From an optimization exercise on the open Yosys and OpenROAD flow, aimed at small area; shortcuts taken in it are not production practice. RTL that was checked went through simulation tests only; none was proved equivalent to the original. Only the layout flow was run in runs 5 to 7; the RTL was not checked for function there. Power figures rest on the tool's default switching activity, not on a simulated workload.

**design.v**
```verilog
`default_nettype none
package noc_pkg;
    typedef enum logic [7:0] {
        RESP_READ  = 8'h40,
        RESP_WRITE = 8'h80
    } resp_kind_e;
    typedef struct packed {
        resp_kind_e                          kind;    
        logic [7:0]                          src_id;  
        logic [7:0]                          len;     
        logic [0:3-1][31:0]     words;   
    } resp_entry_t;
endpackage
`default_nettype wire
`timescale 1ns/1ps
`default_nettype none
module noc_cmd_parser
(
    input  wire logic        c,
    input  wire logic        rst,
    input  wire logic        cmd_w,
    input  wire logic [7:0]  data_w,
    input  wire logic [31:0] data_rd,
    input  wire logic        full,
    output logic             sel,
    output logic             rw,
    output logic [31:0]      addr,
    output logic [31:0]      data_wr,
    output logic             push,
    output noc_pkg::resp_entry_t entry
);
    localparam int CW = $clog2(3 + 1);
    typedef enum logic [2:0] {
        S_IDLE,
        S_SRC,
        S_ADDR,
        S_LEN,
        S_WDATA,
        S_READ,
        S_PUSH
    } state_e;
    state_e       state;
    logic [1:0]   bcnt;       
    logic [31:0]  addr_sh;    
    logic [31:0]  data_sh;    
    logic         rd_pend;    
    logic [CW-1:0] nwords;    
    logic [CW-1:0] iss_idx;   
    logic [CW-1:0] cap_idx;   
    noc_pkg::resp_entry_t  entry_q;
    logic         op_ok;
    assign op_ok = cmd_w && (data_w == 8'h23 || data_w == 8'h63);
    always_ff @(posedge c or posedge rst) begin
        if (rst) begin
            state   <= S_IDLE;
            sel     <= 1'b0;
            rw      <= 1'b0;
            addr    <= '0;
            data_wr <= '0;
            rd_pend <= 1'b0;
            bcnt    <= '0;
            nwords  <= '0;
            iss_idx <= '0;
            cap_idx <= '0;
        end else begin
            sel     <= 1'b0;          
            rw      <= 1'b0;
            rd_pend <= sel && !rw;    
            case (state)
                S_IDLE: begin
                    if (op_ok) begin
                        state <= S_SRC;
                    end
                end
                S_SRC: begin
                    bcnt  <= '0;
                    state <= S_ADDR;
                end
                S_ADDR: begin
                    bcnt <= bcnt + 2'd1;
                    if (bcnt == 2'd3) begin
                        state <= S_LEN;
                    end
                end
                S_LEN: begin
                    if (entry_q.kind == noc_pkg::RESP_WRITE) begin
                        bcnt  <= '0;
                        state <= S_WDATA;
                    end else begin
                        sel     <= 1'b1;
                        addr    <= addr_sh;
                        nwords  <= (data_w[3:2] == 2'd0) ? CW'(1) : CW'(data_w[3:2]);
                        iss_idx <= '0;
                        cap_idx <= '0;
                        state   <= S_READ;
                    end
                end
                S_WDATA: begin
                    bcnt <= bcnt + 2'd1;
                    if (bcnt == 2'd3) begin
                        sel     <= 1'b1;
                        rw      <= 1'b1;
                        addr    <= addr_sh;
                        data_wr <= {data_w, data_sh[31:8]};
                        state   <= S_PUSH;    
                    end
                end
                S_READ: begin
                    if (sel && (iss_idx + CW'(1) < nwords)) begin
                        sel     <= 1'b1;
                        addr    <= addr + 32'd4;
                        iss_idx <= iss_idx + CW'(1);
                    end
                    if (rd_pend) begin
                        cap_idx <= cap_idx + CW'(1);
                        if (cap_idx == nwords - CW'(1)) begin
                            state <= S_PUSH;     
                        end
                    end
                end
                S_PUSH: begin
                    if (!full) begin
                        state <= S_IDLE;
                    end
                end
                default: begin
                    state <= S_IDLE;
                end
            endcase
        end
    end
    always_ff @(posedge c) begin
        if (state == S_IDLE && op_ok) begin
            entry_q.kind <= (data_w == 8'h63) ? noc_pkg::RESP_WRITE : noc_pkg::RESP_READ;
        end
        if (state == S_SRC) begin
            entry_q.src_id <= data_w;
        end
        if (state == S_ADDR) begin
            addr_sh <= {data_w, addr_sh[31:8]};    
        end
        if (state == S_LEN) begin
            entry_q.len <= data_w;
        end
        if (state == S_WDATA) begin
            data_sh <= {data_w, data_sh[31:8]};
        end
        if (state == S_READ && rd_pend) begin
            entry_q.words[cap_idx] <= data_rd;
        end
    end
    assign push  = (state == S_PUSH) && !full;
    assign entry = entry_q;
endmodule
`default_nettype wire
`timescale 1ns/1ps
`default_nettype none
module noc_resp_fifo
#(
    parameter int depth = 4
) (
    input  wire logic        c,
    input  wire logic        rst,
    input  wire logic        push,
    input  wire noc_pkg::resp_entry_t din,
    input  wire logic        pop,
    output noc_pkg::resp_entry_t dout,
    output logic             full,
    output logic             empty
);
    localparam int AW = (depth > 1) ? $clog2(depth) : 1;
    localparam int NW = $clog2(depth + 1);
    logic [$bits(din)-1:0]   mem [0:depth-1];
    logic [AW-1:0] wr_ptr;
    logic [AW-1:0] rd_ptr;
    logic [NW-1:0] count;    
    logic          wr_en;
    logic          rd_en;
    assign wr_en = push && !full;     
    assign rd_en = pop && !empty;
    assign full  = (count == NW'(depth));
    assign empty = (count == '0);
    always_ff @(posedge c or posedge rst) begin
        if (rst) begin
            wr_ptr <= '0;
            rd_ptr <= '0;
            count  <= '0;
        end else begin
            if (wr_en) begin
                wr_ptr <= (wr_ptr == AW'(depth - 1)) ? '0 : wr_ptr + AW'(1);
            end
            if (rd_en) begin
                rd_ptr <= (rd_ptr == AW'(depth - 1)) ? '0 : rd_ptr + AW'(1);
            end
            case ({wr_en, rd_en})
                2'b10:   count <= count + NW'(1);
                2'b01:   count <= count - NW'(1);
                default: count <= count;    
            endcase
        end
    end
    always_ff @(posedge c) begin
        if (wr_en) begin
            mem[wr_ptr] <= din;
        end
        if (rd_en) begin
            dout <= mem[rd_ptr];    
        end
    end
endmodule
`default_nettype wire
`timescale 1ns/1ps
`default_nettype none
module noc_resp_serializer
(
    input  wire logic        c,
    input  wire logic        rst,
    input  wire logic        empty,
    input  wire noc_pkg::resp_entry_t dout,
    output logic             pop,
    output logic             cmd_r,
    output logic [7:0]       data_r
);
    typedef enum logic {
        S_IDLE,
        S_SEND
    } state_e;
    state_e      state;
    logic [7:0]  bidx;        
    logic [7:0]  last_idx;    
    logic [7:0]  byte_k;      
    logic [31:0] word_sel;
    logic [7:0]  nxt_byte;
    logic        nxt_cmd;
    assign pop = (state == S_IDLE) && !empty;
    assign last_idx = (dout.kind == noc_pkg::RESP_WRITE) ? 8'd1 : dout.len + 8'd3;
    always_comb begin
        byte_k   = bidx - 8'd3;
        word_sel = dout.words[byte_k[3:2]];
        nxt_cmd  = 1'b0;
        if (bidx == 8'd0) begin
            nxt_byte = dout.kind;            
            nxt_cmd  = 1'b1;
        end else if (bidx == 8'd1) begin
            nxt_byte = dout.src_id;
        end else if (bidx == 8'd2) begin
            nxt_byte = dout.len;
        end else if (bidx == last_idx) begin
            nxt_byte = 8'hE0;        
            nxt_cmd  = 1'b1;
        end else begin
            nxt_byte = word_sel[byte_k[1:0]*8 +: 8];
        end
    end
    always_ff @(posedge c or posedge rst) begin
        if (rst) begin
            state  <= S_IDLE;
            bidx   <= '0;
            cmd_r  <= 1'b0;
            data_r <= '0;
        end else begin
            cmd_r  <= 1'b0;    
            data_r <= '0;
            case (state)
                S_IDLE: begin
                    if (pop) begin
                        bidx  <= '0;
                        state <= S_SEND;    
                    end
                end
                S_SEND: begin
                    if (bidx > last_idx) begin
                        state <= S_IDLE;    
                    end else begin
                        cmd_r  <= nxt_cmd;
                        data_r <= nxt_byte;
                        bidx   <= bidx + 8'd1;
                    end
                end
                default: begin
                    state <= S_IDLE;
                end
            endcase
        end
    end
endmodule
`default_nettype wire
`timescale 1ns/1ps
`default_nettype none
module noc_bridge
(
    input  wire logic        c,
    input  wire logic        rst,
    input  wire logic        cmd_w,
    input  wire logic [7:0]  data_w,
    input  wire logic [31:0] data_rd,
    output logic             cmd_r,
    output logic [7:0]       data_r,
    output logic             sel,
    output logic             rw,
    output logic [31:0]      addr,
    output logic [31:0]      data_wr
);
    logic        push;
    noc_pkg::resp_entry_t entry;
    logic        full;
    logic        pop;
    noc_pkg::resp_entry_t dout;
    logic        empty;
    noc_cmd_parser u_parser (
        .c       (c),
        .rst     (rst),
        .cmd_w   (cmd_w),
        .data_w  (data_w),
        .data_rd (data_rd),
        .full    (full),
        .sel     (sel),
        .rw      (rw),
        .addr    (addr),
        .data_wr (data_wr),
        .push    (push),
        .entry   (entry)
    );
    noc_resp_fifo #(
        .depth (4)
    ) u_fifo (
        .c     (c),
        .rst   (rst),
        .push  (push),
        .din   (entry),
        .pop   (pop),
        .dout  (dout),
        .full  (full),
        .empty (empty)
    );
    noc_resp_serializer u_ser (
        .c      (c),
        .rst    (rst),
        .empty  (empty),
        .dout   (dout),
        .pop    (pop),
        .cmd_r  (cmd_r),
        .data_r (data_r)
    );
endmodule
`default_nettype wire
```
**run.sh**
```bash
#!/bin/bash
# synth_recipe.tcl (not shown) runs the flow's synth.tcl, then flattens the netlist and writes it again
# the make line also repeats each setting of config.mk as NAME=value (left out here)
make -C /OpenROAD-flow-scripts/flow DESIGN_CONFIG=/design/flow/config.mk WORK_HOME=/design/flow/orfs CLKGATE_MAP_FILE= SYNTH_SCRIPT=/design/flow/synth_recipe.tcl finish
```
**config.mk**
```make
export PLATFORM = sky130hd
export DESIGN_NAME = noc_bridge
export DESIGN_NICKNAME = noc_bridge
export VERILOG_FILES = /design/flow/design.v
export SDC_FILE = /design/flow/constraint.sdc
export NUM_CORES = 4
export LEC_CHECK = 0
export CAP_MARGIN = 20
export CORE_MARGIN = 2
export CORE_UTILIZATION = 40
export SLEW_MARGIN = 20
```
**constraint.sdc**
```tcl
create_clock -name core_clock -period 5.0 [get_ports {c}]
set_input_delay 1.0000 -clock core_clock [delete_from_list [all_inputs] [get_ports {c}]]
set_output_delay 1.0000 -clock core_clock [all_outputs]
set_load 0.01 [all_outputs]
```
==> results.yml, run 1 <==
run_status:
  outcome: "no timing/DRC/antenna violations"
synthesis:
  yosys.area.top_type_share_pct: 67.5
  synth.avg_cell_area_um2: 18.1
  ys.flop_type: "edfxtp_1"
  syn_area_um2: 32900
  ys_ff_latch: 843
  async_reset_ff_share_pct: 12.2
  ys_types: 70
  syn-num-nets: 1886
  ys_warn_count: 3
  synth_area_leader_cell: "edfxtp_1"
  synth_edf_count: 740
  synth_cells: 1815
  synth.area.top_cells: "edfxtp_1, mux4_2, dfrtp_1"
  synth-seq-area-share_pct: 75.3
timing:
  hold_slack_ns: 0.445
  finalSetupViolations: 0
  fin_crit_ns: 3.22
  slew_violations: 0
  finalCritPeriodShare_pct: 64.5
  tightestPinTransition_ns: 1.05
  hold_viol_final: 0
  clock_skew_ns: 0.0280
  max_freq_ghz: 0.310
  rsz0062_at_grt: "false"
  tns_ns: 0
  slew_headroom_pct: 30.1
flow_run:
  maxCapViolCount: 0
cells_and_area:
  utilization_pct: 46.6
  drive_above_1_share_pct: 17.7
  diodes: 0
  fin_area_um2: 38200
  area_growth_pct: 15.9
  fin_nets: 2033
clock_tree:
  postCtsSetupBuffers: 0
  tritoncts: "yes"
  clockRootBuffer: "clkbuf_16"
  cts.htree.levels: 3
  insertion_delay_ns: 0.63
  clockBufferDepth: 3
  cts_sinks: 843
  clk_pin_slew_ns: 0.06
  cts_buffers: 86
  cts_hold_buffers: 0
  post_cts_resized: 0
die:
  die_x_um: 291
  die_h_um: 291
  core_um2: 81800
  initial_core_util_pct: 40.2
  ioPinCount: 118
  rows: 105
  dieArea_um2: 84600
detailed_routing:
  initialDrtViolationCount: 1750
  route.detailed.wl_per_inst_um: 24.1
  drc: 0
  finalWirelength_mm: 74.8
  ant_nets: 0
  vias_per_cell: 5.48
  dr.pass1.iters: 5
  num_vias: 17000
worst_hold_path:
  hold_class: "reg -> reg"
  min-delay-start: "u_parser.data_sh[30]"
  whs_path_depth: 0
  min_to: "u_parser.data_sh[22]"
power:
  fin_total_pwr_mw: 21.9
  p_leak_nw: 13.0
  powerDensity_nw_per_um2: 573
  ir_drop_uv: 529
placed_design:
  hpwlAfterDp_mm: 45.2
  port_buffers: 117
  place_area_um2: 35400
  place_congestion: 0.848
critical_path:
  rrSetupSlack_ns: 1.78
  r2r_end: "u_ser.data_r[5]"
  cp_max_fo: 13
  crit_chain: "inv_2 > ha_1 > buf_4 > mux4_2 > nand2_1 > a21oi_1 > nor4bb_1 > a211oi_1"
  cp.arrival_ns: 3.72
  required_ns: 5.50
  worstSetupStartpointType: "flop"
  cp_slowest_cell: "dfrtp_1"
  worst-r2r-cell-count: 8
  slowest_delay_ns: 0.75
  endpoint_kind: "flop"
  r2r_start: "u_ser.bidx[0]"
  worstSetupPathType: "reg -> reg"
global_routing:
  grt_usage_pct: 17.6
  grt_max_degree: 84
  antenna_found_initial: 4
  grt_pass1_wl_mm: 111
  grt-ovfl-total: 0
  grt_pass1_vias: 17200
==> cell usage after synthesis, types with 3 or more instances <==
library cell / instances
edfxtp_1: 740
mux4_2: 138
inv_1: 130
o22ai_1: 109
dfrtp_1: 103
nand2_1: 63
clkbuf_1: 57
o21ai_0: 46
nor2_1: 40
nand2b_1: 38
a21oi_1: 37
mux2_2: 35
ha_1: 27
buf_2: 25
nand3_1: 19
nand4_1: 16
and3_1: 14
mux2i_1: 11
nor2b_1: 11
and2_1: 10
o211ai_1: 10
xnor2_1: 10
a2bb2oi_1: 9
and4_1: 8
nor3_1: 8
a21o_1: 7
a31oi_1: 7
o221ai_1: 6
xor2_1: 6
a32oi_1: 5
a22oi_1: 4
buf_6: 4
o22a_1: 4
a211o_1: 3
o21a_1: 3
or2_2: 3
==> where the power goes <==
| part | internal [mW] | switching (mW) |
|---|---|---|
| clock | 3.59 | 2.66 |
| sequential | 8.88 | 0.921 |
| combinational | 2.78 | 3.05 |
| total | 15.2 | 6.63 |
==> worst max-delay path by stage <==
stage	from	end	slack, ns	cells past startpoint
floorplan	u_fifo.count[0]	u_fifo.count[2]	0.53	10
global placement	u_ser.bidx[0]	u_ser.data_r[5]	1.82	8
detailed placement	u_ser.bidx[0]	u_ser.data_r[5]	1.71	8
CTS	u_ser.bidx[0]	u_ser.data_r[5]	1.69	8
global route	u_ser.bidx[0]	u_ser.data_r[5]	1.48	8
finish	u_ser.bidx[0]	u_ser.data_r[5]	1.78	8
==> cell type report <==
| type | instances | area (um2) |
|---|---|---|
| timing repair buffer | 149 | 1500 |
| clock buffer | 114 | 2310 |
| tap | 1070 | 1340 |
| fill | 6843 | 43700 |
| multi-input combinational | 749 | 7250 |
| clock inverter | 44 | 454 |
| inverter | 133 | 508 |
| sequential | 843 | 24800 |
==> critical path: cells and delay by family (launching register included) <==
family	cells	cell delay (ns)
and+or+nand+nor	2	0.40
AOI/OAI and AO/OA	2	0.16
adders and majority gates	1	0.68
buffers and inverters	2	0.58
muxes	1	0.53
DFF	1	0.75
==> cell families after synthesis <==
logic type               synth area share (%)
flip-flops                               75.3
AO/OA/AOI/OAI                            5.31
AND/OR/NAND/NOR                          4.11
buffers and inverters                    2.76
multiplexers                             11.0
adder cells (fa/ha/maj)                  1.09
XOR/XNOR                                0.426
==> registers in the layout, summed over array words and instances, names as in the netlist <==
name / flops
u_fifo.rd_ptr: 2
u_fifo.dout: 114
u_parser.addr_sh: 32
u_ser.bidx: 8
u_parser.addr: 32
u_ser.state: 1
u_ser.cmd_r: 1
u_parser.sel: 1
u_fifo.count: 3
u_parser.data_sh: 24
u_parser.entry_q: 114
u_parser.iss_idx: 2
u_fifo.wr_ptr: 2
u_fifo.mem: 456
u_parser.rw: 1
u_parser.state: 3
u_parser.data_wr: 32
u_parser.rd_pend: 1
u_parser.cap_idx: 2
u_ser.data_r: 8
u_parser.bcnt: 2
u_parser.nwords: 2
==> cell usage in the layout, fill, tap and decap left out, types with 8 or more instances in the layout <==
cell type        instances
nor3_1                   8
nand4_1                 16
edfxtp_1               740
inv_1                  128
clkbuf_1                24
dfrtp_1                101
ha_1                    26
o22ai_1                109
a21oi_1                 37
buf_4                   25
clkinv_2                15
nand2b_1                38
o21ai_0                 46
mux4_2                 138
nor2b_1                 11
a2bb2oi_1                9
and3_1                  13
o211ai_1                10
mux2_2                  35
mux2i_1                 11
nand3_1                 18
nand2_1                 63
and4_1                   8
clkdlybuf4s50_1        117
nor2_1                  39
clkbuf_16               87
xnor2_1                 10
clkinv_1                 9
==> per-stage QoR <==
step	worst slack, ns	instances
4_1_cts	1.69	3102
2_1_floorplan	0.530	1815
3_5_place_dp	1.71	2944
3_3_place_gp	1.82	2944
6_report	1.78	3102
5_1_grt	1.48	3102
==> layer usage <==
layer / vias up / global-route usage [%] / routed length (um)
li1: 7460 / - / -
met1: 8920 / 25.0 / 32300
met2: 494 / 28.2 / 36400
met3: 109 / 2.80 / 4430
met4: 2 / 5.30 / 1650
met5: - / 0 / 19
==> run 2: changes to the inputs <==
==> design.v (replaced) <==
`default_nettype none
package noc_pkg;
    typedef enum logic [7:0] {
        RESP_READ  = 8'h40,
        RESP_WRITE = 8'h80
    } resp_kind_e;
    typedef struct packed {
        resp_kind_e                          kind;    
        logic [7:0]                          src_id;  
        logic [7:0]                          len;     
        logic [0:3-1][31:0]     words;   
    } resp_entry_t;
endpackage
`default_nettype wire
`timescale 1ns/1ps
`default_nettype none
module noc_bridge
(
    input  wire logic        c,
    input  wire logic        rst,
    input  wire logic        cmd_w,
    input  wire logic [7:0]  data_w,
    input  wire logic [31:0] data_rd,
    output logic             cmd_r,
    output logic [7:0]       data_r,
    output logic             sel,
    output logic             rw,
    output logic [31:0]      addr,
    output logic [31:0]      data_wr
);
    logic        q_wr [0:3];
    logic [7:0]  q_id [0:3];
    logic [1:0]  q_nw [0:3];
    logic [31:0] q_a  [0:3];
    logic [31:0] q_d  [0:3];
    logic [3:0]  pc;       
    logic        pwr;      
    logic [2:0]  wp;       
    logic        act;
    logic [3:0]  b;        
    logic [2:0]  rp;       
    wire op_ok = cmd_w && (data_w == 8'h23 || data_w == 8'h63);
    wire done  = (pc == 4'd6 && !pwr) || pc == 4'd10;
    always_ff @(posedge c or posedge rst) begin
        if (rst) begin
            pc  <= '0;
            pwr <= 1'b0;
            wp  <= '0;
        end else begin
            if (pc == 4'd0) begin
                if (op_ok) begin
                    pc  <= 4'd1;
                    pwr <= data_w[6];
                end
            end else if (done) begin
                pc <= 4'd0;
                wp <= wp + 3'd1;
            end else begin
                pc <= pc + 4'd1;
            end
        end
    end
    wire [1:0]  h    = rp[1:0];
    wire        h_wr = q_wr[h];
    wire [7:0]  h_id = q_id[h];
    wire [1:0]  h_nw = q_nw[h];
    wire [31:0] h_a  = q_a[h];
    wire [31:0] h_d  = q_d[h];
    wire last   = h_wr ? (b[0] == 1'b1) : (b == {h_nw, 2'b11});
    wire rd_cap = act && !h_wr && b[1:0] == 2'd2 && b[3:2] < h_nw;
    always_ff @(posedge c or posedge rst) begin
        if (rst) begin
            act <= 1'b0;
            b   <= '0;
            rp  <= '0;
        end else begin
            if (!act) begin
                b <= '0;
                if (rp != wp) act <= 1'b1;
            end else if (last) begin
                act <= 1'b0;
                rp  <= rp + 3'd1;
            end else begin
                b <= b + 4'd1;
            end
        end
    end
    logic [31:0] wb;
    always_ff @(posedge c) begin
        wb <= rd_cap ? data_rd : {data_rd[31:24], wb[31:8]};
    end
    always_ff @(posedge c) begin
        for (int i = 0; i < 4; i++) begin
            if (wp[1:0] == 2'(i)) begin
                if (pc == 4'd0 && op_ok) q_wr[i] <= data_w[6];
                if (pc == 4'd1) q_id[i] <= data_w;
                if (pc >= 4'd2 && pc <= 4'd5) q_a[i] <= {data_w, q_a[i][31:8]};
                if (pc == 4'd6) q_nw[i] <= data_w[3:2];
            end
            if (wp[1:0] == 2'(i) && pc >= 4'd7) q_d[i] <= {data_w, q_d[i][31:8]};
        end
    end
    assign sel     = act && (h_wr ? (b == 4'd0) : (b[1:0] == 2'd1 && b[3:2] < h_nw));
    assign rw      = h_wr;
    assign addr    = {h_a[31:2] + 30'(b[3:2]), h_a[1:0]};
    assign data_wr = h_d;
    always_comb begin
        cmd_r  = 1'b0;
        data_r = 8'h00;
        if (act) begin
            if (b == 4'd0) begin
                cmd_r  = 1'b1;
                data_r = h_wr ? 8'h80 : 8'h40;
            end else if (b == 4'd1) begin
                data_r = h_id;
            end else if (b == 4'd2) begin
                data_r = {4'b0, h_nw, 2'b00};
            end else if (last) begin
                cmd_r  = 1'b1;
                data_r = 8'hE0;
            end else begin
                data_r = wb[7:0];
            end
        end
    end
endmodule
`default_nettype wire
--- a/config.mk
+++ b/config.mk
@@ -8,4 +8,6 @@
 export CAP_MARGIN = 20
 export CORE_MARGIN = 2
 export CORE_UTILIZATION = 40
+export CTS_BUF_LIST = sky130_fd_sc_hd__clkbuf_2 sky130_fd_sc_hd__clkbuf_4 sky130_fd_sc_hd__clkbuf_8
+export CTS_CLUSTER_SIZE = 20
 export SLEW_MARGIN = 20
==> results.yml, run 2 <==
synthesis:
  synth_edf_count: 300
  syn_area_um2: 13800
  synth_most_common_cell: "edfxtp_1"
  async_reset_ff_share_pct: 4.60
  synth-seq-area-share_pct: 73.1
  synth.avg_cell_area_um2: 15.8
  ys_ff_latch: 348
  ys_types: 52
  syn-num-nets: 934
  yosys.area.top_type_share_pct: 65.5
  ys_warn_count: 6
  synth_common_cells: "edfxtp_1, a222oi_1, a21oi_1, nor2_1, nand2_1"
  ys.flop_type: "edfxtp_1"
  synth_area_leader_cell: "edfxtp_1"
  synth_cells: 869
  synth.area.top_cells: "edfxtp_1, a222oi_1, dfxtp_1"
clock_tree:
  cts.htree.levels: 2
  cts_sinks: 348
  clockBufferDepth: 3
  cts_hold_buffers: 0
  tritoncts: "yes"
  cts_buffers: 57
  insertion_delay_ns: 0.61
  clk_pin_slew_ns: 0.06
  clockRootBuffer: "clkbuf_8"
die:
  rows: 67
  die_h_um: 189
  die_x_um: 189
  core_um2: 33700
  initial_core_util_pct: 40.8
  ioPinCount: 118
  dieArea_um2: 35900
cells_and_area:
  multiInputGateArea_um2: 3560
  drive_above_1_share_pct: 18.1
  final_cell_mix: "edfxtp_1, clkdlybuf4s50_1, a222oi_1"
  top_regs: "q_a (128), q_d (128)"
  diodes: 0
  ff_latch_area_um2: 10100
  fin_nets: 1095
  final_cells: 1516
  final_common_cell: "edfxtp_1"
  area_growth_pct: 22.1
  n_fill_cell: 2886
critical_path:
  worstSetupStartpointType: "flop"
  critPathBufInv: 3
  endpoint_kind: "primary output"
  r2r_end: "wb[5]"
  worst-r2r-cell-count: 11
  worstSetupPathType: "reg -> out"
  crit_chain: "inv_1 > ha_4 > buf_8 > a222oi_1 > a21oi_1 > ha_1 > and3_1 > mux2_4 > nor2_2 > a22oi_1 > nor2_1 > clkdlybuf4s50_1"
  cp_max_fo: 40
  r2r_start: "rp[0]"
  rrSetupSlack_ns: 1.76
  slowest_delay_ns: 0.55
  cp.arrival_ns: 3.81
  required_ns: 4.00
  cp_slowest_cell: "clkdlybuf4s50_1"
  crit_family: "buffers and inverters"
timing:
  slew_headroom_pct: 29.4
  finalCritPeriodShare_pct: 96.2
  tns_ns: 0
  rsz0062_at_grt: "false"
  clock_skew_ns: 0.0417
  hold_viol_final: 0
  fin_crit_ns: 4.81
  slew_violations: 0
  tightestPinTransition_ns: 1.06
  max_freq_ghz: 0.208
  finalSetupViolations: 0
global_routing:
  antenna_found_initial: 0
  grt_max_degree: 47
  grt_pass1_vias: 8056
  grt_usage_pct: 16.8
  grt-ovfl-total: 0
  grt_pass1_wl_mm: 46.5
detailed_routing:
  dr.pass1.iters: 6
  drc: 0
  ant_nets: 0
  vias_per_cell: 5.30
  initialDrtViolationCount: 757
  finalWirelength_mm: 30.3
  route.detailed.wl_per_inst_um: 20.0
  num_vias: 8034
worst_hold_path:
  min-delay-start: "q_a[1][16]"
  hold_class: "reg -> reg"
  min_to: "q_a[1][8]"
  whs_path_depth: 0
power:
  ir_drop_uv: 398
  powerDensity_nw_per_um2: 710
  p_leak_nw: 5.83
placed_design:
  place_congestion: 0.837
  dp.cells: 1410
  hpwlAfterDp_mm: 18.7
  port_buffers: 117
run_status:
  outcome: "no timing/DRC/antenna violations"
flow_run:
  maxCapViolCount: 0
==> run 2: routing by layer <==
metal,track usage [%],up-vias,wire length [um]
met5,0,-,0
met4,6.17,0,771
met3,3.06,54,1670
met2,25.5,268,13900
met1,24.1,3958,14000
li1,-,3754,-
==> run 2: cell families (layout without fill, tap and decap cells) <==
group                      Yosys count  count (layout)  synth area share [%]
buffers and inverters               58             257                  1.97
muxes                               30              30                  3.02
DFF                                348             348                  73.1
and+or+nand+nor                    195             195                  7.75
AOI/OAI and AO/OA                  176             176                  9.58
adders and majority gates           22              22                  2.06
xor gates and xnor gates            40              40                  2.55
==> run 2: final cells by class <==
class,instances,share of cell area (%)
clock buffers,83,5.95
clock inverters,14,0.581
inverters,13,0.298
multi-input cells,463,21.2
flip-flops and latches,348,59.9
well taps,448,3.34
repair buffers,147,8.79
==> run 2: metrics by stage <==
| step | setup WS [ns] | power, mW | area (um2) | hold slack, ns | util, % |
|---|---|---|---|---|---|
| after floorplan | 0.333 | 7.18 | 13800 | 0.425 | - |
| after global placement | 0.478 | 9.46 | 15500 | 0.429 | 45.9 |
| after detailed placement | 0.376 | 9.48 | 15500 | 0.433 | 45.9 |
| after CTS | 0.0252 | 11.9 | 16600 | 0.386 | 49.4 |
| after global routing | 0.00715 | 12.6 | 16800 | 0.421 | 49.8 |
| final | 0.192 | 11.9 | 16800 | 0.414 | 49.8 |
==> run 2: what timing repair did <==
| action | in CTS | in global routing |
|---|---|---|
| resized for setup | 18 | 21 |
| pin swaps | 3 | 5 |
| buffers inserted | 2 | 6 |
| hold endpoints to repair | 0 | 0 |
| endpoints found under the setup margin | 23 | 22 |
| gates cloned | 0 | 0 |
==> run 2: worst max-delay path by stage <==
| stage | startpoint | endpoint | cells past startpoint |
|---|---|---|---|
| global placement | rp[0] | cmd_r | 11 |
| global route | rp[0] | addr[31] | 11 |
| finish | rp[1] | data_r[4] | 12 |
| CTS | rp[1] | addr[30] | 14 |
| floorplan | rp[0] | addr[24] | 18 |
| detailed placement | rp[0] | addr[31] | 11 |
==> run 2: report_power, final <==
part,switching [mW],internal [mW]
Combinational,2.87,2.33
Sequential,0.335,4.03
Clock,1.07,1.28
==> run 3: changes to the inputs <==
--- a/config.mk
+++ b/config.mk
@@ -8,6 +8,5 @@
 export CAP_MARGIN = 20
 export CORE_MARGIN = 2
 export CORE_UTILIZATION = 40
-export CTS_BUF_LIST = sky130_fd_sc_hd__clkbuf_2 sky130_fd_sc_hd__clkbuf_4 sky130_fd_sc_hd__clkbuf_8
-export CTS_CLUSTER_SIZE = 20
+export CTS_BUF_LIST = sky130_fd_sc_hd__clkbuf_4
 export SLEW_MARGIN = 20
==> results.yml, run 3 <==
cells_and_area:
  final_common_cell: "edfxtp_1"
  utilization_pct: 50.3
  drive_above_1_share_pct: 22.0
  fin_area_um2: 16900
  area_growth_pct: 23.2
  top_regs: "q_a (128), q_d (128)"
  final_cells: 1582
  n_fill_cell: 2933
  fin_nets: 1129
  final_cell_mix: "edfxtp_1, clkbuf_4, clkdlybuf4s50_1"
clock_tree:
  clk_pin_slew_ns: 0.07
  clockBufferDepth: 3
  insertion_delay_ns: 0.73
  cts_buffers: 88
  cts.htree.levels: 3
  tritoncts: "yes"
  clockRootBuffer: "clkbuf_4"
  cts_sinks: 348
synthesis:
  synth_area_leader_cell: "edfxtp_1"
  synth_common_cells: "edfxtp_1, a222oi_1, a21oi_1, nor2_1, nand2_1"
  async_reset_ff_share_pct: 4.60
  ys_types: 52
  syn_area_um2: 13800
  synth.avg_cell_area_um2: 15.8
  ys.flop_type: "edfxtp_1"
  synth.area.top_cells: "edfxtp_1, a222oi_1, dfxtp_1"
  ys_ff_latch: 348
  syn-num-nets: 934
  synth_cells: 869
  ys_warn_count: 6
  synth_most_common_cell: "edfxtp_1"
  synth_edf_count: 300
  yosys.area.top_type_share_pct: 65.5
  synth-seq-area-share_pct: 73.1
timing:
  slew_headroom_pct: 29.1
  slew_violations: 0
  max_freq_ghz: 0.207
  tightestPinTransition_ns: 1.06
  rsz0062_at_grt: "true"
  finalSetupViolations: 0
  finalCritPeriodShare_pct: 96.6
  worst_slack_ns: 0.172
  hold_viol_final: 0
  fin_crit_ns: 4.83
  clock_skew_ns: 0.0536
critical_path:
  slowest_delay_ns: 0.55
  endpoint_kind: "primary output"
  worstSetupPathType: "reg -> out"
  crit_chain: "ha_4 > a222oi_1 > a21oi_1 > ha_1 > a21oi_1 > nand4b_4 > nor4_4 > buf_6 > nand4_1 > xnor2_1 > clkdlybuf4s50_1"
  cp.arrival_ns: 3.83
  cp_max_fo: 8
  cpMostUsedCell: "a21oi_1"
  worstSetupStartpointType: "flop"
  cp_slowest_cell: "clkdlybuf4s50_1"
  required_ns: 4.00
die:
  ioPinCount: 118
  core_um2: 33700
  initial_core_util_pct: 40.8
  die_x_um: 189
  dieArea_um2: 35900
  rows: 67
  die_h_um: 189
global_routing:
  grt_usage_pct: 17.2
  antenna_found_initial: 1
  grt-ovfl-total: 0
  grt_max_degree: 47
  grt_pass1_wl_mm: 47.4
  grt_pass1_vias: 8407
detailed_routing:
  num_vias: 8346
  initialDrtViolationCount: 932
  dr.pass1.iters: 9
  drc: 0
  vias_per_cell: 5.28
  route.detailed.wl_per_inst_um: 19.4
  ant_nets: 0
  finalWirelength_mm: 30.7
placed_design:
  dp_slack_ns: 0.376
  hpwlAfterDp_mm: 18.7
  place_congestion: 0.837
  dp.cells: 1410
  port_buffers: 117
  place_area_um2: 15500
power:
  power.sequential.fraction_pct: 36.6
  powerDensity_nw_per_um2: 704
  clkPwrFrac_pct: 20.1
  fin_total_pwr_mw: 11.9
  switching_power_mw: 4.36
  ir_drop_uv: 386
  p_leak_nw: 6.16
  p_sw_share_pct: 36.5
  power_frac_comb_pct: 43.3
  intPower_mw: 7.57
worst_hold_path:
  hold_class: "reg -> reg"
run_status:
  outcome: "no timing/DRC/antenna violations"
flow_run:
  maxCapViolCount: 0
[run 3: cell types whose count changed in the layout (fill, tap and decap cells not counted), moves of 3 or more]
cell / change
inv_6: +3
buf_6: +3
clkdlybuf4s50_1: -20
clkbuf_8: -60
clkbuf_4: +109
buf_8: -3
clkinv_1: +12
dlymetal6s2s_1: +19
[run 3: power by group through the flow]
stage / clock (mW) / combinational, mW / sequential, mW
2_1_floorplan: 0 / 2.89 / 4.29
3_3_place_gp: 0 / 5.05 / 4.40
3_5_place_dp: 0 / 5.07 / 4.42
4_1_cts: 2.47 / 5.22 / 4.36
5_1_grt: 2.63 / 5.63 / 4.44
6_report: 2.39 / 5.17 / 4.37
[run 3: layer usage]
layer | vias to the layer above | track usage (%) | share of wire, %
met5 | - | 0 | 0
met4 | 0 | 7.69 | 3.2
met3 | 65 | 4.99 | 7.9
met2 | 377 | 25.4 | 45
met1 | 4032 | 23.6 | 44
li1 | 3872 | - | -
[run 3: logic make-up after synthesis]
logic type | Yosys count | share of synthesized area (%)
AO/OA/AOI/OAI | 176 | 9.58
XOR/XNOR | 40 | 2.55
adder cells (fa/ha/maj) | 22 | 2.06
buffers and inverters | 58 | 1.97
flip-flops | 348 | 73.1
multiplexers | 30 | 3.02
AND/OR/NAND/NOR | 195 | 7.75
[run 3: metrics by stage]
stage | TNS (ns) | hold WS [ns]
floorplan | 0 | 0.425
global placement | 0 | 0.429
detailed placement | 0 | 0.433
CTS | -0.0152 | 0.382
global route | -0.0853 | 0.381
finish | 0 | 0.407
[run 3: critical path: cells and delay by family, from the launching register on]
family                   cells  cell delay (ns)
buffers and inverters        2             0.71
AND/OR/NAND/NOR              3             0.64
AO/OA/AOI/OAI                3             0.63
adder cells (fa/ha/maj)      2             0.52
flip-flops                   1             0.46
XOR/XNOR                     1             0.16
[run 3: final cells by class]
type / instances / area [um2] / share of cell area, %
Antenna cell: 1 / 2.50 / 0.0148
Clock buffer: 132 / 991 / 5.85
Clock inverter: 27 / 168 / 0.989
Inverter: 13 / 50.0 / 0.295
Multi-Input combinational cell: 463 / 3560 / 21.0
Sequential cell: 348 / 10100 / 59.3
Tap cell: 448 / 561 / 3.31
Timing Repair Buffer: 150 / 1560 / 9.20
[run 3: worst paths after layout]
path | start | end | slack [ns] | depth (start not counted)
max | rp[0] | addr[31] | 0.17 | 11
min | q_d[1][31] | q_d[1][23] | 0.41 | 0
max reg2reg | rp[0] | wb[15] | 1.71 | 10
min reg2reg | q_d[1][31] | q_d[1][23] | 0.41 | 0
max in group asynchronous | rst | rp[1] | 3.71 | 2
min in group asynchronous | rst | pc[1] | 0.73 | 2
[run 3: what timing repair did]
item | in CTS | in global routing
buffers inserted | 7 | 4
gates resized for setup | 30 | 34
hold buffers | 0 | 0
setup endpoints to repair | 27 | 24
pin swaps | 4 | 4
==> run 4: changes to the inputs <==
--- a/config.mk
+++ b/config.mk
@@ -8,5 +8,4 @@
 export CAP_MARGIN = 20
 export CORE_MARGIN = 2
 export CORE_UTILIZATION = 40
-export CTS_BUF_LIST = sky130_fd_sc_hd__clkbuf_4
 export SLEW_MARGIN = 20
==> results.yml, run 4 <==
critical_path:
  r2r_end: "wb[8]"
  endpoint_kind: "primary output"
  worst-r2r-cell-count: 10
  r2r_start: "rp[0]"
  worstSetupStartpointType: "flop"
  rrSetupSlack_ns: 1.72
  cp_max_fo: 40
  worstSetupPathType: "reg -> out"
  required_ns: 4.00
  cp.arrival_ns: 3.83
worst_hold_path:
  hold_class: "reg -> reg"
  min_to: "q_d[1][23]"
  min-delay-start: "q_d[1][31]"
  whs_path_depth: 0
synthesis:
  synth.area.top_cells: "edfxtp_1, a222oi_1, dfxtp_1"
  yosys.area.top_type_share_pct: 65.5
  synth.avg_cell_area_um2: 15.8
  synth_common_cells: "edfxtp_1, a222oi_1, a21oi_1, nor2_1, nand2_1"
  ys_warn_count: 6
  async_reset_ff_share_pct: 4.60
  synth_area_leader_cell: "edfxtp_1"
  synth_cells: 869
  synth-seq-area-share_pct: 73.1
  ys_ff_latch: 348
  synth_edf_count: 300
  ys.flop_type: "edfxtp_1"
  syn_area_um2: 13800
  synth_most_common_cell: "edfxtp_1"
  ys_types: 52
  syn-num-nets: 934
power:
  clkPwrFrac_pct: 21.5
  intPower_mw: 7.89
  powerDensity_nw_per_um2: 723
  power_frac_comb_pct: 42.6
  switching_power_mw: 4.28
  ir_drop_uv: 397
  power.sequential.fraction_pct: 35.9
  p_sw_share_pct: 35.2
  p_leak_nw: 5.79
cells_and_area:
  area_growth_pct: 22.4
  final_cells: 1484
  fin_area_um2: 16800
  n_fill_cell: 2852
  drive_above_1_share_pct: 14.3
  top_regs: "q_a (128), q_d (128)"
  diodes: 0
  final_common_cell: "edfxtp_1"
  utilization_pct: 50.0
  final_cell_mix: "edfxtp_1, clkdlybuf4s50_1, a222oi_1"
  fin_nets: 1073
timing:
  tightestPinTransition_ns: 1.05
  hold_viol_final: 0
  max_freq_ghz: 0.207
  slew_headroom_pct: 29.9
  clock_skew_ns: 0.0112
  hold_slack_ns: 0.442
  fin_crit_ns: 4.83
  worst_slack_ns: 0.174
  finalCritPeriodShare_pct: 96.5
  slew_violations: 0
  finalSetupViolations: 0
clock_tree:
  clk_pin_slew_ns: 0.06
  insertion_delay_ns: 0.52
  cts_sinks: 348
  clockRootBuffer: "clkbuf_16"
  cts_buffers: 37
  tritoncts: "yes"
  cts.htree.levels: 2
  clockBufferDepth: 3
placed_design:
  dp_slack_ns: 0.376
  port_buffers: 117
  place_congestion: 0.837
  place_area_um2: 15500
  dp.cells: 1410
  hpwlAfterDp_mm: 18.7
die:
  dieArea_um2: 35900
  rows: 67
  die_x_um: 189
  core_um2: 33700
  initial_core_util_pct: 40.8
  die_h_um: 189
  ioPinCount: 118
detailed_routing:
  drc: 0
  num_vias: 7924
  ant_nets: 0
  route.detailed.wl_per_inst_um: 20.2
  finalWirelength_mm: 30.0
  dr.pass1.iters: 6
  initialDrtViolationCount: 796
  vias_per_cell: 5.34
global_routing:
  grt_max_degree: 47
  grt_usage_pct: 16.7
  antenna_found_initial: 0
  grt_pass1_vias: 7949
  grt-ovfl-total: 0
  grt_pass1_wl_mm: 46.1
run_status:
  outcome: "no timing/DRC/antenna violations"
flow_run:
  maxCapViolCount: 0
-- run 4: cell counts after synthesis --
Identical to the previous run, type by type.
-- run 4: through the flow --
step | setup TNS [ns] | power [mW]
3_5_place_dp | 0 | 9.48
6_report | 0 | 12.2
3_3_place_gp | 0 | 9.46
5_1_grt | -0.00227 | 12.9
2_1_floorplan | 0 | 7.18
4_1_cts | 0 | 12.2
-- run 4: final cells by class --
class / instances / area [um2] / share of cell area, %
well taps: 448 / 561 / 3.33
repair buffers: 145 / 1450 / 8.62
inverters: 13 / 50.0 / 0.297
flip-flops and latches: 348 / 10100 / 59.7
clock buffers: 44 / 952 / 5.66
clock inverters: 23 / 213 / 1.26
multi-input cells: 463 / 3560 / 21.1
-- run 4: cells by family (layout without fill, tap and decap cells) --
logic type | Yosys count | in the layout | share of synthesized area [%]
buffers and inverters | 58 | 225 | 1.97
xor gates and xnor gates | 40 | 40 | 2.55
AOI/OAI and AO/OA | 176 | 176 | 9.58
DFF | 348 | 348 | 73.1
and+or+nand+nor | 195 | 195 | 7.75
adders and majority gates | 22 | 22 | 2.06
muxes | 30 | 30 | 3.02
-- run 4: worst max-delay path, cell delays in order, from the launching register on --
cell	delay (ns)
dfrtp_2	0.42
inv_1	0.10
ha_4	0.20
buf_8	0.21
a222oi_1	0.41
a21oi_1	0.16
ha_1	0.29
and3_1	0.20
mux2_4	0.34
nor2_2	0.17
a22oi_1	0.11
nor2_1	0.13
clkdlybuf4s50_1	0.55
-- run 4: worst max-delay path by stage --
stage / from / end / slack (ns) / cells after the start
after floorplan: rp[0] / addr[24] / 0.33 / 18
after global placement: rp[0] / cmd_r / 0.48 / 11
after detailed placement: rp[0] / addr[31] / 0.38 / 11
after CTS: rp[0] / data_r[0] / 0.002 / 12
after global routing: rp[0] / addr[30] / -0.002 / 14
final: rp[1] / data_r[0] / 0.17 / 12
-- run 4: layer usage --
layer	vias to the layer above	global-route usage, %	routed length (um)	part of all wire, %
met2	257	25.2	13700	46
met3	56	3.63	1820	6.1
met5	-	0	0	0
met4	0	6.38	940	3.1
li1	3698	-	-	-
met1	3913	23.7	13600	45
-- run 4: power groups by stage --
stage	Combinational [mW]	Sequential, mW	Clock, mW
after floorplan	2.89	4.29	0
after CTS	5.15	4.36	2.68
after detailed placement	5.07	4.42	0
after global routing	5.63	4.44	2.79
after global placement	5.05	4.40	0
final	5.18	4.36	2.62
-- run 4: repair_timing --
action,in CTS,in global routing
setup endpoints to repair,19,24
gates resized for setup,12,23
hold buffers,0,0
buffers inserted,1,5
pin swaps,3,6
==> run 5: changes to the inputs <==
--- a/design.v
+++ b/design.v
@@ -32,7 +32,9 @@
     logic [7:0]  q_id [0:3];
     logic [1:0]  q_nw [0:3];
     logic [31:0] q_a  [0:3];
-    logic [31:0] q_d  [0:3];
+    logic [31:0] q_d  [0:2];
+    logic [1:0]  dw;       
+    logic [1:0]  dr;       
     logic [3:0]  pc;       
     logic        pwr;      
     logic [2:0]  wp;       
@@ -46,6 +48,7 @@
             pc  <= '0;
             pwr <= 1'b0;
             wp  <= '0;
+            dw  <= '0;
         end else begin
             if (pc == 4'd0) begin
                 if (op_ok) begin
@@ -55,6 +58,7 @@
             end else if (done) begin
                 pc <= 4'd0;
                 wp <= wp + 3'd1;
+                if (pwr) dw <= (dw == 2'd2) ? 2'd0 : dw + 2'd1;
             end else begin
                 pc <= pc + 4'd1;
             end
@@ -65,7 +69,7 @@
     wire [7:0]  h_id = q_id[h];
     wire [1:0]  h_nw = q_nw[h];
     wire [31:0] h_a  = q_a[h];
-    wire [31:0] h_d  = q_d[h];
+    wire [31:0] h_d  = q_d[dr];
     wire last   = h_wr ? (b[0] == 1'b1) : (b == {h_nw, 2'b11});
     wire rd_cap = act && !h_wr && b[1:0] == 2'd2 && b[3:2] < h_nw;
     always_ff @(posedge c or posedge rst) begin
@@ -73,6 +77,7 @@
             act <= 1'b0;
             b   <= '0;
             rp  <= '0;
+            dr  <= '0;
         end else begin
             if (!act) begin
                 b <= '0;
@@ -80,6 +85,7 @@
             end else if (last) begin
                 act <= 1'b0;
                 rp  <= rp + 3'd1;
+                if (h_wr) dr <= (dr == 2'd2) ? 2'd0 : dr + 2'd1;
             end else begin
                 b <= b + 4'd1;
             end
@@ -97,7 +103,9 @@
                 if (pc >= 4'd2 && pc <= 4'd5) q_a[i] <= {data_w, q_a[i][31:8]};
                 if (pc == 4'd6) q_nw[i] <= data_w[3:2];
             end
-            if (wp[1:0] == 2'(i) && pc >= 4'd7) q_d[i] <= {data_w, q_d[i][31:8]};
+        end
+        for (int i = 0; i < 3; i++) begin
+            if (dw == 2'(i) && pc >= 4'd7) q_d[i] <= {data_w, q_d[i][31:8]};
         end
     end
     assign sel     = act && (h_wr ? (b == 4'd0) : (b[1:0] == 2'd1 && b[3:2] < h_nw));
==> results.yml, run 5 <==
timing:
  hold_slack_ns: 0.443
  worst_slack_ns: 0.245
  hold_viol_final: 0
  rsz0062_at_grt: "true"
  clock_skew_ns: 0.0168
  tns_ns: 0
  finalCritPeriodShare_pct: 95.1
  slew_violations: 0
  fin_crit_ns: 4.76
  tightestPinTransition_ns: 1.02
  slew_headroom_pct: 31.6
  max_freq_ghz: 0.210
  finalSetupViolations: 0
clock_tree:
  cts.htree.levels: 2
  clockRootBuffer: "clkbuf_16"
  tritoncts: "yes"
  clk_pin_slew_ns: 0.06
  insertion_delay_ns: 0.50
  cts_buffers: 34
  cts_sinks: 320
  clockBufferDepth: 3
synthesis:
  synth_cells: 870
  synth_common_cells: "edfxtp_1, a21oi_1, nor2_1, nand2_1, a222oi_1"
  synth.avg_cell_area_um2: 14.8
  ys.flop_type: "edfxtp_1"
  async_reset_ff_share_pct: 6.25
  ys_types: 55
  ys_ff_latch: 320
  synth.area.top_cells: "edfxtp_1, dfxtp_1, dfrtp_1"
  ys_warn_count: 6
  yosys.area.top_type_share_pct: 62.3
  synth_edf_count: 268
  synth-seq-area-share_pct: 71.1
  synth_area_leader_cell: "edfxtp_1"
  syn-num-nets: 939
  syn_area_um2: 12900
  synth_most_common_cell: "edfxtp_1"
critical_path:
  crit_chain: "inv_1 > ha_1 > buf_4 > a222oi_1 > nand2_1 > o21ai_0 > ha_1 > nand3_1 > mux2_4 > a31oi_1 > a211oi_1 > clkdlybuf4s50_1"
  cp_max_fo: 13
  endpoint_kind: "primary output"
  critPathBufInv: 3
  slowest_delay_ns: 0.59
  cpMostUsedCell: "ha_1"
  required_ns: 4.00
  cp.arrival_ns: 3.76
  crit_family: "buffers and inverters"
  cp_slowest_cell: "clkdlybuf4s50_1"
  worstSetupStartpointType: "flop"
  worstSetupPathType: "reg -> out"
die:
  rows: 65
  die_x_um: 184
  core_um2: 31600
  dieArea_um2: 33700
  die_h_um: 184
  initial_core_util_pct: 40.8
  ioPinCount: 118
global_routing:
  antenna_found_initial: 0
  grt-ovfl-total: 0
  grt_max_degree: 65
  grt_pass1_wl_mm: 43.1
  grt_pass1_vias: 7557
  grt_usage_pct: 16.6
placed_design:
  hpwlAfterDp_mm: 18.1
  place_congestion: 0.797
  dp_slack_ns: 0.631
  port_buffers: 117
  place_area_um2: 14500
cells_and_area:
  drive_above_1_share_pct: 12.5
  ff_latch_area_um2: 9190
  largest_register_ffs: 128
  fin_area_um2: 15600
  area_growth_pct: 20.8
  fin_nets: 1070
  final_cell_mix: "edfxtp_1, clkdlybuf4s50_1, a21oi_1"
  final_common_cell: "edfxtp_1"
  multiInputGateArea_um2: 3480
  diodes: 0
  n_fill_cell: 2669
  top_register: "q_a"
  top_regs: "q_a (128), q_d (96)"
power:
  p_leak_nw: 5.31
  fin_total_pwr_mw: 11.1
  ir_drop_uv: 283
  powerDensity_nw_per_um2: 712
detailed_routing:
  vias_per_cell: 5.39
  initialDrtViolationCount: 648
  num_vias: 7691
  finalWirelength_mm: 28.2
  dr.pass1.iters: 7
  route.detailed.wl_per_inst_um: 19.8
  drc: 0
  ant_nets: 0
run_status:
  outcome: "no timing/DRC/antenna violations"
worst_hold_path:
  hold_class: "reg -> reg"
flow_run:
  maxCapViolCount: 0
==> run 5: logic make-up (layout without fill, tap and decap cells) <==
kind of cell | count (synthesis) | count (layout) | share of synthesized area (%)
AO/OA/AOI/OAI | 191 | 191 | 10.4
XOR/XNOR | 39 | 39 | 2.64
adder cells (fa/ha/maj) | 26 | 26 | 2.58
buffers and inverters | 62 | 218 | 2.51
flip-flops | 320 | 320 | 71.1
multiplexers | 27 | 27 | 2.38
AND/OR/NAND/NOR | 205 | 205 | 8.37
==> run 5: worst paths after layout <==
| kind | slack [ns] | depth (start not counted) | to | start |
|---|---|---|---|---|
| worst max-delay path | 0.24 | 12 | data_r[3] | rp[0] |
| worst min-delay path | 0.44 | 0 | q_a[0][22] | q_a[0][30] |
| worst max register to register | 1.85 | 12 | wb[9] | rp[0] |
| worst min register to register | 0.44 | 0 | q_a[0][22] | q_a[0][30] |
| max in group asynchronous | 3.51 | 2 | rp[0] | rst |
| min in group asynchronous | 0.96 | 2 | pc[1] | rst |
==> run 5: power by group <==
group	switching [mW]	internal [mW]
clock network	0.977	1.32
registers	0.298	3.67
logic	2.73	2.12
==> run 5: final cells by class <==
| class | count | area share [%] |
|---|---|---|
| flip-flops and latches | 320 | 58.9 |
| inverters | 16 | 0.385 |
| multi-input cells | 488 | 22.3 |
| well taps | 402 | 3.22 |
| clock buffers | 52 | 6.08 |
| repair buffers | 141 | 8.77 |
| clock inverters | 9 | 0.385 |
==> run 5: repair_timing <==
| action | 4_1_cts | 5_1_grt |
|---|---|---|
| endpoints found under the hold margin | 0 | 0 |
| hold buffers | 0 | 0 |
| endpoints found under the setup margin | 0 | 12 |
| resized for setup | 0 | 13 |
| buffers inserted | 0 | 1 |
==> run 5: worst reg2reg max path, cell delays in order (launching register included) <==
cell and delay [ns]:
dfrtp_1 0.41, inv_1 0.12, ha_1 0.28, buf_4 0.23, a222oi_1 0.34, nand2_1 0.08, o21ai_0 0.17, ha_1 0.31
a21oi_1 0.19, nand3_1 0.12, nor2_2 0.11, buf_4 0.30, mux2_2 0.39
==> run 5: through the flow <==
| stage | instances | utilization [%] |
|---|---|---|
| after floorplan | 870 | - |
| after global placement | 1366 | 45.9 |
| after detailed placement | 1366 | 45.9 |
| after CTS | 1427 | 49.1 |
| after global routing | 1428 | 49.3 |
| final | 1428 | 49.3 |
==> run 5: metal layers <==
layer  wire, um  vias up  track usage (%)
met2      13000      222             25.9
met5          0        -                0
met3       1550       41             3.25
met4        583        0             4.48
met1      13100     3805             23.9
li1           -     3623                -
==> run 6: changes to the inputs <==
--- a/config.mk
+++ b/config.mk
@@ -8,4 +8,6 @@
 export CAP_MARGIN = 20
 export CORE_MARGIN = 2
 export CORE_UTILIZATION = 40
+export CTS_CLUSTER_DIAMETER = 60
+export CTS_CLUSTER_SIZE = 30
 export SLEW_MARGIN = 20
==> results.yml, run 6 <==
clock_tree:
  cts_sinks: 320
  clockRootBuffer: "clkbuf_16"
  cts_buffers: 26
  clk_pin_slew_ns: 0.08
  clockBufferDepth: 3
  insertion_delay_ns: 0.54
  cts.htree.levels: 1
  tritoncts: "yes"
synthesis:
  synth_area_leader_cell: "edfxtp_1"
  synth_cells: 870
  synth.area.top_cells: "edfxtp_1, dfxtp_1, dfrtp_1"
  ys_types: 55
  synth_common_cells: "edfxtp_1, a21oi_1, nor2_1, nand2_1, a222oi_1"
  ys.flop_type: "edfxtp_1"
  async_reset_ff_share_pct: 6.25
  yosys.area.top_type_share_pct: 62.3
  synth.avg_cell_area_um2: 14.8
  ys_warn_count: 6
  ys_ff_latch: 320
  synth-seq-area-share_pct: 71.1
  syn_area_um2: 12900
  synth_edf_count: 268
  syn-num-nets: 939
  synth_most_common_cell: "edfxtp_1"
worst_hold_path:
  hold_class: "reg -> reg"
timing:
  clock_skew_ns: 0.0172
  hold_slack_ns: 0.439
  tns_ns: 0
  fin_crit_ns: 4.79
  max_freq_ghz: 0.209
  hold_viol_final: 0
  rsz0062_at_grt: "true"
  finalSetupViolations: 0
  slew_headroom_pct: 28.2
  slew_violations: 0
  finalCritPeriodShare_pct: 95.8
  tightestPinTransition_ns: 1.07
run_status:
  outcome: "no timing/DRC/antenna violations"
cells_and_area:
  area_growth_pct: 20.1
  fin_nets: 1063
  utilization_pct: 49.0
  fin_area_um2: 15500
  final_common_cell: "edfxtp_1"
  final_cell_mix: "edfxtp_1, clkdlybuf4s50_1, a21oi_1"
  diodes: 0
  top_regs: "q_a (128), q_d (96)"
  top_register: "q_a"
  drive_above_1_share_pct: 13.0
  largest_register_ffs: 128
detailed_routing:
  num_vias: 7655
  route.detailed.wl_per_inst_um: 19.8
  finalWirelength_mm: 28.0
  initialDrtViolationCount: 724
  drc: 0
  dr.pass1.iters: 6
  vias_per_cell: 5.41
  ant_nets: 0
die:
  ioPinCount: 118
  die_x_um: 184
  die_h_um: 184
  rows: 65
  core_um2: 31600
  dieArea_um2: 33700
  initial_core_util_pct: 40.8
critical_path:
  worstSetupPathType: "reg -> out"
  required_ns: 4.00
  endpoint_kind: "primary output"
  cp_max_fo: 36
  worstSetupStartpointType: "flop"
  cp.arrival_ns: 3.79
placed_design:
  place_congestion: 0.797
  place_area_um2: 14500
  hpwlAfterDp_mm: 18.1
  port_buffers: 117
power:
  ir_drop_uv: 298
  powerDensity_nw_per_um2: 703
  p_leak_nw: 5.28
  fin_total_pwr_mw: 10.9
flow_run:
  maxCapViolCount: 0
global_routing:
  grt_max_degree: 65
  grt_pass1_wl_mm: 42.8
  antenna_found_initial: 0
  grt-ovfl-total: 0
  grt_usage_pct: 16.4
  grt_pass1_vias: 7449
run 6: path summary, 6_finish.rpt:
kind                             from    endpoint  slack (ns)  cells past startpoint
max                             rp[0]    addr[28]        0.21                     10
min                        q_a[2][23]  q_a[2][15]        0.44                      0
max reg2reg                     rp[0]       wb[0]        1.94                     12
min reg2reg                q_a[2][23]  q_a[2][15]        0.44                      0
max in group asynchronous         rst       rp[0]        3.56                      2
min in group asynchronous         rst       pc[1]        0.92                      2
run 6: routing by layer:
layer	vias to the layer above	share of wire [%]	global-route usage, %
met2	198	46	26.0
met4	0	1.6	3.78
met1	3810	47	23.9
met5	-	0	0
li1	3614	-	-
met3	33	5.3	2.65
run 6: stage by stage:
| stage | setup WS [ns] | instances |
|---|---|---|
| 6_report | 0.208 | 1416 |
| 5_1_grt | -0.0714 | 1416 |
| 4_1_cts | 0.0542 | 1414 |
| 3_5_place_dp | 0.631 | 1366 |
| 3_3_place_gp | 0.732 | 1366 |
| 2_1_floorplan | 0.813 | 870 |
run 6: logic make-up (layout without fill, tap and decap cells):
logic type	count (synthesis)	after routing	synth area share [%]
adder cells (fa/ha/maj)	26	26	2.58
buffers and inverters	62	206	2.51
AO/OA/AOI/OAI	191	191	10.4
flip-flops	320	320	71.1
XOR/XNOR	39	39	2.64
multiplexers	27	27	2.38
AND/OR/NAND/NOR	205	205	8.37
run 6: layout make-up:
class	count	area [um2]
sequential	320	9190
clock inverter	18	199
clock buffer	30	697
multi-input combinational	488	3490
fill	2688	16100
tap	402	503
inverter	16	62.6
timing repair buffer	142	1380
run 6: worst max-delay path, stage by stage, from the launching register on:
cell and delay, ns:
dfrtp_1 0.41, inv_1 0.12, ha_1 0.26, buf_4 0.28
nor2b_1 0.20, a21oi_2 0.31, nand4_1 0.36, nor4_1 0.40
nand4_1 0.16, xnor2_1 0.18, clkdlybuf4s50_1 0.55
run 6: power by group:
part	switching [mW]	total [mW]	internal, mW
registers	0.295	3.96	3.67
logic	2.73	4.86	2.13
clock network	1.01	2.09	1.08
total	4.03	10.9	6.88
run 6: timing repair:
item                       4_1_cts  5_1_grt
resized for setup                0       18
setup buffers                    0        2
hold buffers                     0        0
setup endpoints to repair        0       18
hold endpoints to repair         0        0
==> run 7: changes to the inputs <==
--- a/config.mk
+++ b/config.mk
@@ -8,6 +8,6 @@
 export CAP_MARGIN = 20
 export CORE_MARGIN = 2
 export CORE_UTILIZATION = 40
-export CTS_CLUSTER_DIAMETER = 60
-export CTS_CLUSTER_SIZE = 30
+export CTS_CLUSTER_DIAMETER = 100
+export CTS_CLUSTER_SIZE = 25
 export SLEW_MARGIN = 20
==> results.yml, run 7 <==
die:
  ioPinCount: 118
  dieArea_um2: 33700
  initial_core_util_pct: 40.8
  die_x_um: 184
  core_um2: 31600
  die_h_um: 184
  rows: 65
power:
  fin_total_pwr_mw: 10.2
  powerDensity_nw_per_um2: 679
  p_leak_nw: 5.06
  ir_drop_uv: 298
detailed_routing:
  route.detailed.wl_per_inst_um: 19.9
  initialDrtViolationCount: 749
  dr.pass1.iters: 6
  ant_nets: 0
  finalWirelength_mm: 27.8
  num_vias: 7535
  vias_per_cell: 5.40
  drc: 0
cells_and_area:
  final_common_cell: "edfxtp_1"
  final_cell_mix: "edfxtp_1, clkdlybuf4s50_1, a21oi_1"
  fin_nets: 1052
  area_growth_pct: 16.7
  fin_area_um2: 15100
  top_register: "q_a"
  diodes: 0
  top_regs: "q_a (128), q_d (96)"
  utilization_pct: 47.7
  largest_register_ffs: 128
  drive_above_1_share_pct: 10.3
synthesis:
  ys_ff_latch: 320
  synth_area_leader_cell: "edfxtp_1"
  syn-num-nets: 939
  async_reset_ff_share_pct: 6.25
  synth_edf_count: 268
  synth.area.top_cells: "edfxtp_1, dfxtp_1, dfrtp_1"
  yosys.area.top_type_share_pct: 62.3
  syn_area_um2: 12900
  synth-seq-area-share_pct: 71.1
  ys_warn_count: 6
  synth.avg_cell_area_um2: 14.8
  synth_common_cells: "edfxtp_1, a21oi_1, nor2_1, nand2_1, a222oi_1"
  ys.flop_type: "edfxtp_1"
  ys_types: 55
  synth_cells: 870
  synth_most_common_cell: "edfxtp_1"
global_routing:
  grt_max_degree: 65
  grt_usage_pct: 16.3
  grt_pass1_wl_mm: 42.4
  antenna_found_initial: 0
  grt-ovfl-total: 0
  grt_pass1_vias: 7382
critical_path:
  endpoint_kind: "primary output"
  worstSetupPathType: "reg -> out"
  cp_slowest_cell: "clkdlybuf4s50_1"
  required_ns: 4.00
  cp.arrival_ns: 3.78
  cp_max_fo: 18
  cp-startpoint: "rp[0]"
  crit_chain: "inv_1 > ha_1 > inv_2 > buf_4 > a21oi_2 > nand4_1 > nor4_1 > nand4_1 > xnor2_1 > clkdlybuf4s50_1"
  cpMostUsedCell: "nand4_1"
  critPathBufInv: 4
  slowest_delay_ns: 0.55
  r2r_start: "rp[0]"
  worstSetupStartpointType: "flop"
  crit_family: "buffers and inverters"
timing:
  finalSetupViolations: 0
  max_freq_ghz: 0.209
  clock_skew_ns: 0.0121
  rsz0062_at_grt: "true"
  tns_ns: 0
  fin_crit_ns: 4.78
  hold_viol_final: 0
  slew_headroom_pct: 28.8
  hold_slack_ns: 0.449
  finalCritPeriodShare_pct: 95.5
  tightestPinTransition_ns: 1.06
  slew_violations: 0
placed_design:
  hpwlAfterDp_mm: 18.1
  port_buffers: 117
  place_congestion: 0.797
  place_area_um2: 14500
worst_hold_path:
  hold_class: "reg -> reg"
  min-delay-start: "q_a[3][20]"
clock_tree:
  clockRootBuffer: "clkbuf_16"
  clk_pin_slew_ns: 0.09
  tritoncts: "yes"
  cts_buffers: 16
  clockBufferDepth: 3
  cts_sinks: 320
  insertion_delay_ns: 0.50
  cts.htree.levels: 1
run_status:
  outcome: "no timing/DRC/antenna violations"
flow_run:
  maxCapViolCount: 0
## run 7: per-layer routing
layer / track usage (%) / routed length, um / vias up
met5: 0 / 0 / -
met4: 3.58 / 444 / 0
met3: 2.42 / 1390 / 24
met2: 25.8 / 12800 / 195
met1: 23.9 / 13100 / 3755
li1: - / - / 3561
## run 7: worst paths after layout
path	slack, ns	cells after the start	to
min reg2reg	0.45	0	q_a[3][12]
min in group asynchronous	0.96	2	pc[1]
max in group asynchronous	3.50	2	act
max	0.22	10	addr[28]
min	0.45	0	q_a[3][12]
max reg2reg	1.88	11	wb[4]
## run 7: cell families after synthesis
kind of cell             after synthesis  share of synthesized area [%]
XOR/XNOR                              39                           2.64
AO/OA/AOI/OAI                        191                           10.4
AND/OR/NAND/NOR                      205                           8.37
buffers and inverters                 62                           2.51
flip-flops                           320                           71.1
multiplexers                          27                           2.38
adder cells (fa/ha/maj)               26                           2.58
## run 7: final cells by class
class	count	area (um2)
inverter	16	60.1
clock buffer	27	463
multi-input combinational	488	3480
clock inverter	1	6.26
fill	2725	16600
sequential	320	9190
timing repair buffer	141	1370
tap	402	503
## run 7: through the flow
stage | setup slack (ns) | std cells
after floorplan | 0.813 | 870
after global placement | 0.732 | 1366
after detailed placement | 0.631 | 1366
after CTS | 0.0765 | 1394
after global routing | -0.0639 | 1395
final | 0.224 | 1395
## run 7: report_power, final
group          internal [mW]  switching, mW  total, mW
Clock                  0.644          0.786       1.43
Combinational           2.12           2.73       4.85
Sequential              3.66          0.295       3.96
Total                   6.43           3.81       10.2
## run 7: what timing repair did
action	CTS	global route
hold buffers	0	0
setup buffers	0	1
endpoints found under the setup margin	0	14
gates resized for setup	0	15

-- re-timing with driven ports --
Ports are ideal in the flow. The routed layouts listed here were re-timed in OpenROAD. Step 1 sets driving cells, clkbuf_16 on the clock port and buf_2 on the other inputs (assumed; they add their load-dependent delay and slew). Step 2 times the ports against the registers' clock, not the clock port: input delays grow and output delays shrink by t, the midpoint of the rising clock arrivals with the driver on. a / b / c = ideal / step 1 / step 2; a / b = the first two.
run | t (ns) | setup slack, ns | cell pins on the clock port's net
run 1 | 0.685 | 1.777 / 1.777 / 1.777 | 1
run 2 | 0.636 | 0.192 / 0.144 / 0.780 | 1
run 3 | 0.748 | 0.172 / 0.128 / 0.876 | 1
run 4 | 0.567 | 0.174 / 0.123 / 0.690 | 1
run 5 | 0.542 | 0.245 / 0.193 / 0.735 | 1
run 6 | 0.585 | 0.208 / 0.157 / 0.742 | 1
run 7 | 0.546 | 0.224 / 0.173 / 0.719 | 1
After both steps every run listed still meets setup and hold.
